Context: an optimization exercise on an open-source flow, tuned for small area and a short achievable clock period. The choices shown serve that exercise and are no tape-out recipe.
Function was checked by simulation only, so behaviour that the tests miss may differ from the original.
Power figures rest on the tool's default switching activity, not on a simulated workload.

Design tag_mem_bank_responder, start of the top module:
module tag_mem_bank_responder #(
    parameter int DEPTH   = 48,
    parameter int TIMEOUT = 8
) (
    input  logic        clk,
    input  logic        reset,
    input  logic [2:0]  mem_sel,
    input  logic [1:0]  RorW,
    input  logic [5:0]  mem_address,
    input  logic        PC_B,
    input  logic        SE,
    input  logic        WE,
    input  logic [15:0] mem_data_out,
    output logic [15:0] mem_read_in,
    output logic        mem_busy,
    output logic        mem_err,
    output logic [1:0]  err_code
);
    localparam int            CW       = (TIMEOUT > 2) ? $clog2(TIMEOUT) : 1;
    localparam logic [CW-1:0] TMO_LAST = CW'(TIMEOUT - 1);
    logic            busy, acc;
    logic [CW-1:0]   tmo_cnt;
    logic            lat_rd;
    logic [8:0]      lat_bh;
    logic [3:0]      lat_mid, lat_lo;
    logic [15:0]     rd_q [3];
    logic [1:0]      err_q;
    logic            err_flag;
    logic [DEPTH-1:0] rsel;
    logic [DEPTH-1:0] wen [3];
    logic [DEPTH-1:0] wen_n [3];
    logic [15:0]      bank_rd [3];
  ...
Size in the first run: roughly 6,500 cells after synthesis, ~52 I/O pins, ~81,000 um2 of cells after synthesis.
==> flow/config.mk <==
export PLATFORM = sky130hd
export DESIGN_NAME = tag_mem_bank_responder
export DESIGN_NICKNAME = tag_mem_bank_responder
export VERILOG_FILES = /design/flow/design.v
export SDC_FILE = /design/flow/constraint.sdc
export NUM_CORES = 4
export LEC_CHECK = 0
export CAP_MARGIN = 20
export CORE_MARGIN = 2
export CORE_UTILIZATION = 40
export CTS_CLUSTER_DIAMETER = 70
export CTS_CLUSTER_SIZE = 24
export SETUP_SLACK_MARGIN = 1.7
export SLEW_MARGIN = 20
export SYNTH_HIERARCHICAL = 1
export SYNTH_MINIMUM_KEEP_SIZE = 0
export TNS_END_PERCENT = 20
==> flow/constraint.sdc <==
create_clock -name core_clock -period 4.0 [get_ports {clk}]
set_input_delay 0.8000 -clock core_clock [delete_from_list [all_inputs] [get_ports {clk}]]
set_output_delay 0.8000 -clock core_clock [all_outputs]
set_load 0.01 [all_outputs]
run.sh (not shown) runs the stock make flow with config.mk's settings and CLKGATE_MAP_FILE= SYNTH_SCRIPT=/design/flow/synth_recipe.tcl, a recipe that flattens the netlist after the stock synthesis.
Edit:
--- a/flow/design.v
+++ b/flow/design.v
@@ -10,26 +10,22 @@
 endpackage
 module tag_mem_bank #(
     parameter int DEPTH = 48
 ) (
     input  logic             clk,
     input  logic [DEPTH-1:0] wen,
-    input  logic [DEPTH-1:0] wen_n,    
     input  logic [DEPTH-1:0] rsel,
     input  logic [15:0]      wr_dat,
     output logic [15:0]      rd_dat
 );
     logic [DEPTH-1:0][15:0] mem;
     for (genvar i = 0; i < DEPTH; i++) begin : g_word
-        logic [15:0] nxt;
-        for (genvar j = 0; j < 16; j++) begin : g_hold
-            tag_mem_ao22 u_hold (.a1(wr_dat[j]), .a2(wen[i]), .b1(mem[i][j]), .b2(wen_n[i]),
-                                 .y(nxt[j]));
-        end
         always_ff @(posedge clk) begin
-            mem[i] <= nxt;
+            if (wen[i]) begin
+                mem[i] <= wr_dat;
+            end
         end
     end
     for (genvar j = 0; j < 16; j++) begin : g_bit
         logic [15:0] l1;    
         logic [3:0]  l2;    
         logic [1:0]  l3;    
@@ -92,18 +88,12 @@
 endmodule
 module tag_mem_and2 (
     input  logic a, b,
     output logic y
 );
     assign y = a && b;
-endmodule
-module tag_mem_ao22 (
-    input  logic a1, a2, b1, b2,
-    output logic y
-);
-    assign y = (a1 && a2) || (b1 && b2);
 endmodule
 module tag_mem_bank_responder #(
     parameter int DEPTH   = 48,
     parameter int TIMEOUT = 8
 ) (
     input  logic        clk,
@@ -129,13 +119,12 @@
     logic [3:0]      lat_mid, lat_lo;
     logic [15:0]     rd_q [3];
     logic [1:0]      err_q;
     logic            err_flag;
     logic [DEPTH-1:0] rsel;
     logic [DEPTH-1:0] wen [3];
-    logic [DEPTH-1:0] wen_n [3];
     logic [15:0]      bank_rd [3];
     logic sel_ok, req, bad_req, rw_acc, addr_oob, start, rd_go, addr_err;
     assign sel_ok   = (mem_sel == 3'b001) || (mem_sel == 3'b010) || (mem_sel == 3'b100);
     assign req      = !busy && !PC_B;
     assign bad_req  = !sel_ok || (RorW == tag_mem_pkg::RW_ILLEGAL);
     assign rw_acc   = (RorW == tag_mem_pkg::RW_READ) || (RorW == tag_mem_pkg::RW_WRITE);
@@ -229,23 +218,21 @@
     end
     for (genvar b = 0; b < 3; b++) begin : g_wrow
         for (genvar r = 0; r < DEPTH / 4; r++) begin : g_r
             tag_mem_and2 u_and (.a(lat_bh[3*b + r/4]), .b(lat_mid[r%4]), .y(wrow[b][r]));
         end
         for (genvar i = 0; i < DEPTH; i++) begin : g_w
-            tag_mem_and2  u_and  (.a(wrow[b][i/4]), .b(wgo_lo[i%4]), .y(wen[b][i]));
-            tag_mem_nand2 u_nand (.a(wrow[b][i/4]), .b(wgo_lo[i%4]), .y(wen_n[b][i]));
+            tag_mem_and2 u_and (.a(wrow[b][i/4]), .b(wgo_lo[i%4]), .y(wen[b][i]));
         end
     end
     for (genvar b = 0; b < 3; b++) begin : g_bank
         tag_mem_bank #(
             .DEPTH (DEPTH)
         ) u_bank (
             .clk    (clk),
             .wen    (wen[b]),
-            .wen_n  (wen_n[b]),
             .rsel   (rsel),
             .wr_dat (mem_data_out),
             .rd_dat (bank_rd[b])
         );
     end
     for (genvar j = 0; j < 16; j++) begin : g_out
Result: Cell area goes up slightly; wire length goes down by a quarter to a third; sequential share of layout area goes up by 23 points; worst setup slack gains 0.12 ns; non-clock buffer count goes down by 189; synthesized area goes up by a few percent; via count goes down by a quarter to a third; clock skew goes down by 0.011 ns; hold slack gains 0.11 ns; flip-flop and latch count does not change; cell count goes down by a quarter to a third; count of clock-buffer cells in the layout goes up by 13; fmax goes up by a few percent; total power goes up by a few percent.


## job 4383
Another version of the RTL of tag_mem_bank_responder (not shown whole).
Size in the first run: ~2300 flip-flops, ~52 I/O pins, roughly 83000 um2 of cells after synthesis.
Design tag_mem_bank_responder, start of the top module:
module tag_mem_bank_responder #(
    parameter int DEPTH   = 48,
    parameter int TIMEOUT = 8
) (
    input  logic        clk,
    input  logic        reset,
    input  logic [2:0]  mem_sel,
    input  logic [1:0]  RorW,
    input  logic [5:0]  mem_address,
    input  logic        PC_B,
    input  logic        SE,
    input  logic        WE,
    input  logic [15:0] mem_data_out,
    output logic [15:0] mem_read_in,
    output logic        mem_busy,
    output logic        mem_err,
    output logic [1:0]  err_code
);
==> module tag_mem_bank_responder, before the edit <==
module tag_mem_bank_responder #(
    parameter int DEPTH   = 48,
    parameter int TIMEOUT = 8
) (
    input  logic        clk,
    input  logic        reset,
    input  logic [2:0]  mem_sel,
    input  logic [1:0]  RorW,
    input  logic [5:0]  mem_address,
    input  logic        PC_B,
    input  logic        SE,
    input  logic        WE,
    input  logic [15:0] mem_data_out,
    output logic [15:0] mem_read_in,
    output logic        mem_busy,
    output logic        mem_err,
    output logic [1:0]  err_code
);
    localparam int            CW       = (TIMEOUT > 2) ? $clog2(TIMEOUT) : 1;
    localparam logic [CW-1:0] TMO_LAST = CW'(TIMEOUT - 1);
    logic            busy, acc;
    logic [CW-1:0]   tmo_cnt;
    logic            lat_rd;
    logic [8:0]      lat_bh;
    logic [3:0]      lat_mid, lat_lo;
    logic [15:0]     rd_q;
    logic [1:0]      err_q;
    logic            err_flag;
    logic [DEPTH-1:0] rsel;
    logic [DEPTH-1:0] wsel [3];
    logic [15:0]      bank_rd [3];
    logic [15:0]      rd_word;
    logic sel_ok, req, bad_req, rw_acc, addr_oob, start, rd_go, addr_err;
    assign sel_ok   = (mem_sel == 3'b001) || (mem_sel == 3'b010) || (mem_sel == 3'b100);
    assign req      = !busy && !PC_B;
    assign bad_req  = !sel_ok || (RorW == tag_mem_pkg::RW_ILLEGAL);
    assign rw_acc   = (RorW == tag_mem_pkg::RW_READ) || (RorW == tag_mem_pkg::RW_WRITE);
    assign addr_oob = {1'b0, mem_address} >= 7'(DEPTH);
    assign addr_err = req && !bad_req && rw_acc && addr_oob;
    assign start    = req && !bad_req && rw_acc && !addr_oob;
    assign rd_go    = start && (RorW == tag_mem_pkg::RW_READ);
    logic waiting, tmo, rd_done, wr_go, seq_err;
    assign waiting = !PC_B || (!SE && !WE);
    assign tmo     = acc && waiting && (tmo_cnt == TMO_LAST);
    assign rd_done = acc && PC_B && SE && !WE && lat_rd;
    assign wr_go   = acc && PC_B && WE && !SE && !lat_rd;
    assign seq_err = tmo || (acc && !waiting && !rd_done && !wr_go);
    logic rec_done;
    assign rec_done = (RorW == tag_mem_pkg::RW_IDLE) && !SE && !WE;
    logic busy_nxt, acc_nxt, set_err;
    logic [1:0] err_nxt;
    always_comb begin
        if (!busy) begin
            busy_nxt = req && (bad_req || rw_acc);
            acc_nxt  = start;
        end else if (acc) begin
            busy_nxt = 1'b1;
            acc_nxt  = waiting && !tmo;
        end else begin
            busy_nxt = !rec_done;
            acc_nxt  = 1'b0;
        end
        set_err = (req && bad_req) || addr_err || seq_err;
        if (!busy)
            err_nxt = bad_req ? tag_mem_pkg::ERR_SEL : tag_mem_pkg::ERR_ADDR;
        else
            err_nxt = tag_mem_pkg::ERR_SEQ;
    end
    always_ff @(posedge clk or posedge reset) begin
        if (reset) begin
            busy     <= 1'b0;
            acc      <= 1'b0;
            err_flag <= 1'b0;
            err_q    <= tag_mem_pkg::ERR_NONE;
            rd_q     <= '0;
        end else begin
            busy <= busy_nxt;
            acc  <= acc_nxt;
            if (set_err) begin
                err_flag <= 1'b1;
                err_q    <= err_nxt;
            end
            if (rd_go) begin
                rd_q <= rd_word;
            end
        end
    end
    always_ff @(posedge clk) begin
        if (!busy) begin
            lat_rd  <= (RorW == tag_mem_pkg::RW_READ);
            for (int b = 0; b < 3; b++) begin
                lat_bh[3*b + 0] <= mem_sel[b] && !mem_address[5] && !mem_address[4];
                lat_bh[3*b + 1] <= mem_sel[b] && !mem_address[5] &&  mem_address[4];
                lat_bh[3*b + 2] <= mem_sel[b] &&  mem_address[5];
            end
            for (int k = 0; k < 4; k++) begin
                lat_mid[k] <= (mem_address[3:2] == 2'(k));
                lat_lo[k]  <= (mem_address[1:0] == 2'(k));
            end
        end
        tmo_cnt <= acc ? tmo_cnt + 1'b1 : '0;
    end
    function automatic logic [DEPTH-1:0] word_dec(input logic [5:0] a);
        for (int i = 0; i < DEPTH; i++) begin
            if (i >= 32)
                word_dec[i] = a[5] && (a[3:0] == 4'(i));
            else
                word_dec[i] = !a[5] && (a[4:0] == 5'(i));
        end
    endfunction
    assign rsel = word_dec(mem_address);
    always_comb begin
        for (int b = 0; b < 3; b++)
            for (int i = 0; i < DEPTH; i++)
                wsel[b][i] = lat_bh[3*b + i/16] && lat_mid[(i/4)%4] && lat_lo[i%4];
    end
    for (genvar b = 0; b < 3; b++) begin : g_bank
        tag_mem_bank #(
            .DEPTH (DEPTH)
        ) u_bank (
            .clk    (clk),
            .we     (wr_go),
            .wsel   (wsel[b]),
            .rsel   (rsel),
            .wr_dat (mem_data_out),
            .rd_dat (bank_rd[b])
        );
    end
    assign rd_word = (bank_rd[0] & {16{mem_sel[0]}}) |
                     (bank_rd[1] & {16{mem_sel[1]}}) |
                     (bank_rd[2] & {16{mem_sel[2]}});
    assign mem_read_in = rd_q;
    assign mem_busy    = busy;
    assign mem_err     = err_flag;
    assign err_code    = err_q;
endmodule
make LEC_CHECK=0 CAP_MARGIN=20 CORE_MARGIN=2 CORE_UTILIZATION=40 CTS_CLUSTER_DIAMETER=70 CTS_CLUSTER_SIZE=24 SETUP_SLACK_MARGIN=1.5 SLEW_MARGIN=20 SYNTH_HIERARCHICAL=1 SYNTH_MINIMUM_KEEP_SIZE=0 finish   # period 4.0 ns
Job 4383 completed end to end with timing, DRC and antenna clean.
Changes in job 9974 relative to job 4383:
--- a/flow/design.v
+++ b/flow/design.v
@@ -92,17 +92,16 @@
     logic            busy, acc;
     logic [CW-1:0]   tmo_cnt;
     logic            lat_rd;
     logic [8:0]      lat_bh;
     logic [3:0]      lat_mid, lat_lo;
-    logic [15:0]     rd_q;
+    logic [15:0]     rd_qn [3];
     logic [1:0]      err_q;
     logic            err_flag;
     logic [DEPTH-1:0] rsel;
     logic [DEPTH-1:0] wsel [3];
     logic [15:0]      bank_rd [3];
-    logic [15:0]      rd_word;
     logic sel_ok, req, bad_req, rw_acc, addr_oob, start, rd_go, addr_err;
     assign sel_ok   = (mem_sel == 3'b001) || (mem_sel == 3'b010) || (mem_sel == 3'b100);
     assign req      = !busy && !PC_B;
     assign bad_req  = !sel_ok || (RorW == tag_mem_pkg::RW_ILLEGAL);
     assign rw_acc   = (RorW == tag_mem_pkg::RW_READ) || (RorW == tag_mem_pkg::RW_WRITE);
@@ -141,20 +140,24 @@
         if (reset) begin
             busy     <= 1'b0;
             acc      <= 1'b0;
             err_flag <= 1'b0;
             err_q    <= tag_mem_pkg::ERR_NONE;
-            rd_q     <= '0;
+            rd_qn[0] <= '1;
+            rd_qn[1] <= '1;
+            rd_qn[2] <= '1;
         end else begin
             busy <= busy_nxt;
             acc  <= acc_nxt;
             if (set_err) begin
                 err_flag <= 1'b1;
                 err_q    <= err_nxt;
             end
             if (rd_go) begin
-                rd_q <= rd_word;
+                for (int b = 0; b < 3; b++) begin
+                    rd_qn[b] <= ~(bank_rd[b] & {16{mem_sel[b]}});
+                end
             end
         end
     end
     always_ff @(posedge clk) begin
         if (!busy) begin
@@ -195,13 +198,10 @@
             .rsel   (rsel),
             .wr_dat (mem_data_out),
             .rd_dat (bank_rd[b])
         );
     end
-    assign rd_word = (bank_rd[0] & {16{mem_sel[0]}}) |
-                     (bank_rd[1] & {16{mem_sel[1]}}) |
-                     (bank_rd[2] & {16{mem_sel[2]}});
-    assign mem_read_in = rd_q;
+    assign mem_read_in = ~(rd_qn[0] & rd_qn[1] & rd_qn[2]);
     assign mem_busy    = busy;
     assign mem_err     = err_flag;
     assign err_code    = err_q;
 endmodule
[summary]
Looking at sequential power, job 9974 sits above job 4383.
Going from job 4383 to job 9974, share of power burned in registers went down 0.8 points, critical path depth grew by 1, layout net count decreased by 164 relative to the old numbers, worst-case headroom to the max-slew limit rose by 7.8 points.
Switching power total (higher): job 9974
Static leakage in job 9974 is 0.85 nW below job 4383.
Re synthesized cell count: job 4383 was lower than job 9974.
Compared with job 4383, job 9974 shows a top fanout value on the critical path that is 1 higher.
Job 4383 vs job 9974, highest metal layer with signal wires: met4 vs met5
Reported for job 9974 and job 4383, total of endpoints with negative setup slack in the final report turned out identical to the last digit.
Summary — synthesized area, job 9974 relative to job 4383: higher, by about 1.4%.
Job 9974 reached the end of the flow, and the finished layout is clean on the timing, design-rule and antenna checks.

[afterwards: timing with drivers on the ports]
In the flow no input, the clock included, has a driving cell. The finished layouts below were timed again as built, in two steps.
Step 1, drivers: a clkbuf_16 drives clk and a buf_2 each remaining input, both assumed.
Step 2, shift: input delay + t, output delay - t, t = (earliest + latest rising clock arrival at the registers) / 2. This alone moves slack from input paths to output paths.
a / b / c = ideal ports / drivers / drivers and shift; a / b = the first two.
run | t, ns | slack for setup (ns) | worst setup path at the end | slew at the worst register clock pin (ns) | pins driven straight from the clock port
the first run of note 1 | 0.918 | 1.404 / 1.367 / 0.533 | input to register | 0.10 / 0.10 | 1
the second run of note 1 | 0.878 | 1.522 / 1.430 / 0.669 | input to register | 0.10 / 0.10 | 1
job 4383 | 0.877 | 1.084 / 1.055 / 0.178 | input to register | 0.10 / 0.10 | 1
job 9974 | 0.895 | 1.386 / 1.270 / 0.375 | input to register | 0.10 / 0.10 | 1
After both steps setup and hold are still met in every run listed. The setup slack of job 9974, which loses most, moves by -0.116 ns with the drivers and by -1.011 ns with both steps.
